What follows belongs to an exercise in optimizing a design on an open flow for small area, a short achievable clock period and few clock cycles per item; a production flow would make more cautious choices. The RTL was checked by simulation tests, not by an equivalence proof against the original design. Power and IR drop assume default switching activity.

<file path="design/flow/run.sh">
#!/bin/bash
# synth_recipe.tcl (not shown) runs the flow's synth.tcl, then flattens the netlist and writes it again
# the make line also repeats each setting of config.mk as NAME=value (left out here)
make -C /OpenROAD-flow-scripts/flow DESIGN_CONFIG=/design/flow/config.mk WORK_HOME=/design/flow/orfs CLKGATE_MAP_FILE= SYNTH_SCRIPT=/design/flow/synth_recipe.tcl finish
</file>
<file path="design/flow/config.mk">
export PLATFORM = sky130hd
export DESIGN_NAME = be_top
export DESIGN_NICKNAME = be_top
export VERILOG_FILES = /design/flow/design.v
export SDC_FILE = /design/flow/constraint.sdc
export NUM_CORES = 4
export LEC_CHECK = 0
export CAP_MARGIN = 20
export CORE_MARGIN = 2
export CORE_UTILIZATION = 40
export SLEW_MARGIN = 20
</file>
<file path="design/flow/constraint.sdc">
create_clock -name core_clock -period 8.0 [get_ports {clk_i}]
set_input_delay 1.6000 -clock core_clock [delete_from_list [all_inputs] [get_ports {clk_i}]]
set_output_delay 1.6000 -clock core_clock [all_outputs]
set_load 0.01 [all_outputs]
</file>
<file path="design/flow/design.v">
`default_nettype none
package be_isa_pkg;
  localparam int ARCH_IDX_W = $clog2(8);
  typedef enum logic [2:0]
  {
    OP_ADD  = 3'd0,
    OP_SUB  = 3'd1,
    OP_AND  = 3'd2,
    OP_OR   = 3'd3,
    OP_XOR  = 3'd4,
    OP_ADDI = 3'd5,
    OP_BEQ  = 3'd6,
    OP_BNE  = 3'd7
  } be_op_e;
  typedef struct packed {
    logic [2:0]               op;
    logic [ARCH_IDX_W-1:0]    rd;
    logic [ARCH_IDX_W-1:0]    rs1;
    logic [ARCH_IDX_W-1:0]    rs2;
    logic [15:0]              imm;
    logic [32-1:0] pc;
    logic                     writes_rd;
  } decoded_instr_t;
endpackage
`default_nettype wire
`default_nettype none
package be_uarch_pkg;
  localparam int ARCH_IDX_W = $clog2(8);
  localparam int PHYS_IDX_W = $clog2(16);
  localparam int ROB_IDX_W  = $clog2(8);
  typedef struct packed {
    logic [2:0]               op;
    logic [15:0]              imm;
    logic [32-1:0] pc;
    logic [PHYS_IDX_W-1:0]    pdest;
    logic [PHYS_IDX_W-1:0]    prs1;
    logic [PHYS_IDX_W-1:0]    prs2;
    logic                     writes_rd;
    logic [ROB_IDX_W-1:0]     rob_tag;
  } renamed_instr_t;
  typedef struct packed {
    logic [2:0]               op;
    logic [15:0]              imm;
    logic [32-1:0] pc;
    logic [ROB_IDX_W-1:0]     rob_tag;
    logic [PHYS_IDX_W-1:0]    pdest;
    logic                     writes_rd;
    logic [32-1:0] rs1_val;
    logic [32-1:0] rs2_val;
  } issued_instr_t;
  typedef struct packed {
    logic                     valid;
    logic [ROB_IDX_W-1:0]     rob_tag;
    logic [PHYS_IDX_W-1:0]    pdest;
    logic                     writes_rd;
    logic [32-1:0] result;
    logic                     taken;
    logic [32-1:0] target;
  } cdb_t;
  typedef struct packed {
    logic [ARCH_IDX_W-1:0]    rd;
    logic [PHYS_IDX_W-1:0]    pdest;
    logic [PHYS_IDX_W-1:0]    prev_pdest;
    logic                     writes_rd;
    logic [32-1:0] pc;
  } rob_alloc_t;
endpackage
`default_nettype wire
`timescale 1ns/1ps
`default_nettype none
module be_top
(
  input  wire logic                  clk_i,
  input  wire logic                  rst_n_i,
  input  wire logic [2:0]            decoded_op_i,
  input  wire logic [2:0]            decoded_rd_i,
  input  wire logic [2:0]            decoded_rs1_i,
  input  wire logic [2:0]            decoded_rs2_i,
  input  wire logic [15:0]           decoded_imm_i,
  input  wire logic [32-1:0] decoded_pc_i,
  input  wire logic                  decoded_writes_rd_i,
  input  wire logic                  decoded_v_i,
  output logic                       rename_decode_ready_o,
  output logic                       be_fe_mispredict_o,
  output logic [32-1:0]   be_fe_redirected_pc_o,
  output logic                       commit_v_o,
  output logic [2:0]                 commit_rd_o,
  output logic                       commit_writes_o,
  output logic [32-1:0]   commit_data_o,
  output logic [32-1:0]   commit_pc_o
);
  localparam int W = 32;
  logic [W-1:0] rf_q [8];
  logic [7:0]   rf_v_q;
  logic         v_q;
  logic         taken_q;
  logic         wr_q;
  logic [2:0]   rd_q;
  logic [W-1:0] data_q;
  logic [W-1:0] pc_q;
  logic [15:0]  imm_q;
  logic         fire;
  logic [W-1:0] a;
  logic [W-1:0] b;
  logic [W-1:0] imm_ext;
  logic [W-1:0] op_b;
  logic [W-1:0] res;
  logic         taken;
  assign be_fe_mispredict_o    = v_q && taken_q;
  assign rename_decode_ready_o = !be_fe_mispredict_o;
  assign fire                  = decoded_v_i && rename_decode_ready_o;
  assign a = rf_v_q[decoded_rs1_i] ? rf_q[decoded_rs1_i] : '0;
  assign b = rf_v_q[decoded_rs2_i] ? rf_q[decoded_rs2_i] : '0;
  assign imm_ext = {{(W-16){decoded_imm_i[15]}}, decoded_imm_i};
  assign op_b    = (decoded_op_i == 3'd5) ? imm_ext : b;
  always_comb
  begin
    case (decoded_op_i)
      3'd1:    res = a - op_b;
      3'd2:    res = a & op_b;
      3'd3:    res = a | op_b;
      3'd4:    res = a ^ op_b;
      default: res = a + op_b;
    endcase
  end
  assign taken = ((decoded_op_i == 3'd6) && (a == b))
              || ((decoded_op_i == 3'd7) && (a != b));
  always_ff @(posedge clk_i or negedge rst_n_i)
  begin
    if (!rst_n_i)
    begin
      v_q    <= 1'b0;
      rf_v_q <= '0;
    end
    else
    begin
      v_q <= fire;
      if (fire && decoded_writes_rd_i)
        rf_v_q[decoded_rd_i] <= 1'b1;
    end
  end
  always_ff @(posedge clk_i)
  begin
    if (fire && decoded_writes_rd_i)
      rf_q[decoded_rd_i] <= res;
    taken_q <= taken;
    wr_q    <= decoded_writes_rd_i;
    rd_q    <= decoded_rd_i;
    data_q  <= res;
    pc_q    <= decoded_pc_i;
    imm_q   <= decoded_imm_i;
  end
  assign commit_v_o            = v_q;
  assign commit_rd_o           = rd_q;
  assign commit_writes_o       = wr_q;
  assign commit_data_o         = data_q;
  assign commit_pc_o           = pc_q;
  assign be_fe_redirected_pc_o = pc_q + {{(W-16){imm_q[15]}}, imm_q};
endmodule
`default_nettype wire
</file>
==> qor.txt <==
=================================================================================
Register clock-pin slew on the reported worst setup and hold paths        0.06 ns
Worst slew pin tran                                                       1.10 ns
Data arrival time of the critical path                                    7.29 ns
Final Critical Period                                                     6.99 ns
Fraction of layout instances using a drive strength above 1                 15.9%
Setup total negative slack                                                   0 ns
Syn. warnings                                                                   1
Final Hold Vio Count                                                            0
Pwr dens                                                              253 nW/um^2
Post-Syn Area                                                          21200 um^2
Aggregate global-route resource usage                                       24.3%
Leading area contributor after synthesis                             sky130_fd_sc_hd__edfxtp_1
Clock latency (worst-skew pair)                                           0.59 ns
Predominant post-synthesis flop cell                                 sky130_fd_sc_hd__edfxtp_1
Launching element type of the critical path                          primary input
Cell Rows                                                                      84
Post-CTS Repair Setup Buffers                                                   0
Cell type group with the largest total delay on the critical path    compound AO/OA/AOI/OAI gates
Worst rel slew slack                                                        25.8%
Gates resized, CTS repair                                                       0
Wire length of the first global-routing pass                             99600 um
DPL Wire Length                                                          46800 um
Root Buffer                                                          sky130_fd_sc_hd__clkbuf_16
Residual antenna-violating net count after detailed routing                     0
Fmax achieved                                                             143 MHz
First-pass DRT Iterations                                                       7
Synth async-reset ratio                                                     2.57%
H-tree Lvls                                                                     2
Period utilisation layout                                                   87.4%
Post-Synthesis Net Count                                                     1950
Cell area reported after detailed placement                            23800 um^2
Clock tree from TritonCTS                                                     yes
#FFs+latches synth                                                            350
Number of DRC markers in iteration 0                                         1541
Category of the worst setup path capture point                          flip-flop
Number of max-slew violations in the final report                               0
Number of buffers on the longest clock path                                     3
VDD IR-drop max                                                          0.189 mV
Initial Utilization                                                         40.4%
Number of sinks driven by the clock tree                                      350
Gate Count Post-Synth                                                        1755
Count of endpoints failing setup in the final report                            0
Total area of multi-input combinational cells                          10800 um^2
Delay of the slowest critical-path stage                                  0.56 ns
Net total in the final layout                                                2135
Fill cells                                                                   4655
Initial antenna violation count                                                 0
Die W                                                                      234 um
Leading cell type by number of instances after synthesis             sky130_fd_sc_hd__edfxtp_1
Path category of the worst min-delay check                           flip-flop to flip-flop
Area of the placeable core                                             52400 um^2
CP max stage cell                                                    sky130_fd_sc_hd__o31ai_2
Post-CTS Hold Buffers                                                           0
Drt wl/cell                                                               24.8 um
Crit path buf inv count                                                         3
Endpoint required time on the critical path                               8.30 ns
Total CTS buffers                                                              39
Area delta synth->final                                                     18.4%
Ordered cell list for the critical path                              clkdlybuf4s50_1 > buf_4 > and3b_1 > buf_4 > o41ai_1 > o2111ai_1 > o2bb2ai_1 > and4b_1 > and3_1 > nor2_1 > xnor2_1 > ha_1 > a21oi_1 > nand3_1 > a21o_1 > a211oi_1 > a211o_1 > a211oi_1 > a2111oi_0 > a21oi_1 > o31ai_2
Top area cells in the synthesized netlist                            sky130_fd_sc_hd__edfxtp_1, sky130_fd_sc_hd__mux4_2, sky130_fd_sc_hd__dfxtp_1
GP Congestion                                                               0.975
DRC violation count after routing                                               0
Number of top-level design ports                                              167
Synth top area share                                                        36.2%
Total number of vias                                                        15900
Most numerous cell types in the synthesized netlist                  sky130_fd_sc_hd__edfxtp_1, sky130_fd_sc_hd__nor2_1, sky130_fd_sc_hd__ha_1
Wire length after detailed routing                                       66100 um
Total global routing overflow                                                   0
Largest net degree at the start of global routing                              69
Number of flops mapped to enable cells by yosys                               256
Setup repair after global routing missed its margin                         false
Area of the die                                                        54900 um^2
Final Skew                                                              0.0225 ns
Max-cap check violation count                                                   0
Fin area                                                               25100 um^2
Static Leak                                                               9.54 nW
Maximum net fanout on the critical path                                        18
Die height                                                                 234 um
Quantity of I/O buffers inserted on ports                                     166
Via count of the first global-routing pass                                  15900
Sequential cell area                                                    9610 um^2
Per-cell via count in the routed design                                      5.97
Cell variety after synth                                                       90
Crit Path Category                                                   primary input to flip-flop
Mean cell area of the mapped netlist                                    12.1 um^2
Outcome                                                              finished clean
Share of synthesized area occupied by flip-flops and latches                45.3%
=================================================================================
-- cell type report --
cell class,instances,share of cell area [%]
Antenna cell,1,0.00997
Sequential cell,350,38.3
Tap cell,688,3.43
Clock buffer,51,4.34
Inverter,84,1.26
Timing Repair Buffer,230,8.51
Clock inverter,20,0.987
Multi-Input combinational cell,1235,43.2
-- worst paths after layout --
path	start	end	slack (ns)	cells after the start
max in group asynchronous	rst_n_i	rf_v_q[3]	6.33	1
min in group asynchronous	rst_n_i	rf_v_q[2]	1.34	1
min	rf_v_q[3]	rf_v_q[3]	0.52	1
min reg2reg	rf_v_q[3]	rf_v_q[3]	0.52	1
max reg2reg	rf_v_q[6]	rf_q[4][31]	2.11	20
max	decoded_op_i[2]	rf_q[4][31]	1.01	21
-- report_power, final --
part	switching, mW	internal [mW]	total, mW
Sequential	0.0668	2.27	2.33
Combinational	1.28	0.858	2.14
Clock	0.768	1.10	1.87
Total	2.12	4.23	6.34
-- layer usage --
metal | up-vias | track usage [%] | part of all wire (%) | wire [um]
met5 | - | 0 | 0 | 0
met4 | 0 | 8.90 | 3.6 | 2350
met3 | 108 | 4.60 | 8.3 | 5490
met2 | 725 | 39.1 | 45 | 30000
met1 | 7949 | 32.8 | 43 | 28200
li1 | 7086 | - | - | -
-- layout by cell type, fill, tap and decap left out, types with 35 or more instances in the layout --
cell type                         instances
sky130_fd_sc_hd__edfxtp_1               256
sky130_fd_sc_hd__clkdlybuf4s50_1        159
sky130_fd_sc_hd__ha_1                   129
sky130_fd_sc_hd__nor2_1                 127
sky130_fd_sc_hd__a21oi_1                121
sky130_fd_sc_hd__mux4_2                 110
sky130_fd_sc_hd__nand2_1                 98
sky130_fd_sc_hd__dfxtp_1                 85
sky130_fd_sc_hd__inv_1                   80
sky130_fd_sc_hd__xnor2_1                 76
sky130_fd_sc_hd__buf_4                   64
sky130_fd_sc_hd__o21ai_0                 56
sky130_fd_sc_hd__mux2i_1                 53
sky130_fd_sc_hd__clkbuf_16               39
sky130_fd_sc_hd__a21o_1                  35
sky130_fd_sc_hd__nor3_1                  35
-- sequential cells by signal, summed over array words and instances (netlist names) --
register,count
data_q,32
wr_q,1
rd_q,3
v_q,1
rf_q,256
taken_q,1
imm_q,16
pc_q,32
rf_v_q,8
-- logic make-up (layout without fill, tap and decap cells) --
logic type | count (synthesis) | count (layout) | synth area share, %
other | 0 | 1 | 0
adder cells (fa/ha/maj) | 131 | 131 | 7.80
flip-flops | 350 | 350 | 45.3
multiplexers | 206 | 206 | 17.6
AND/OR/NAND/NOR | 414 | 414 | 9.52
XOR/XNOR | 99 | 99 | 4.09
buffers and inverters | 170 | 385 | 3.90
AO/OA/AOI/OAI | 385 | 385 | 11.8
-- stage by stage --
step | hold slack (ns) | util, % | power (mW) | worst slack [ns] | cells
2_1_floorplan | 0.459 | - | 3.62 | 1.55 | 1755
3_3_place_gp | 0.502 | 45.3 | 4.45 | 0.609 | 2586
3_5_place_dp | 0.505 | 45.3 | 4.47 | 0.563 | 2586
4_1_cts | 0.517 | 47.9 | 6.37 | 1.16 | 2657
5_1_grt | 0.545 | 47.9 | 6.66 | 0.644 | 2658
6_report | 0.516 | 47.9 | 6.34 | 1.01 | 2659
Testbench counts, summed over its fixed seeds: cycles 3,918, items 3,536.

re-timing with driven ports:
Ports are ideal in the flow. The routed layout listed here was re-timed in OpenROAD. Step 1 (the two cells are an assumption about what drives the block):
set clk [get_ports {clk_i}]
set_driving_cell -lib_cell sky130_fd_sc_hd__clkbuf_16 $clk
set_driving_cell -lib_cell sky130_fd_sc_hd__buf_2 [delete_from_list [all_inputs] $clk]
Step 2 times the ports against the registers' clock, not the clock port: input delays grow and output delays shrink by t, the midpoint of the rising clock arrivals with the driver on. Slacks: no drivers / after step 1 / after step 2; pairs: no drivers / after step 1.
t, ns: 0.633
setup WS [ns]: 1.011 / 1.023 / 0.390
hold WS [ns]: 0.516 / 0.516 / 0.516
worst setup path after step 2: input to register
worst data-port slew with drivers (ns): 0.07
After both steps this run still meets setup and hold. For this run, drivers alone change the setup slack by +0.012 ns; drivers and shift together by -0.621 ns.
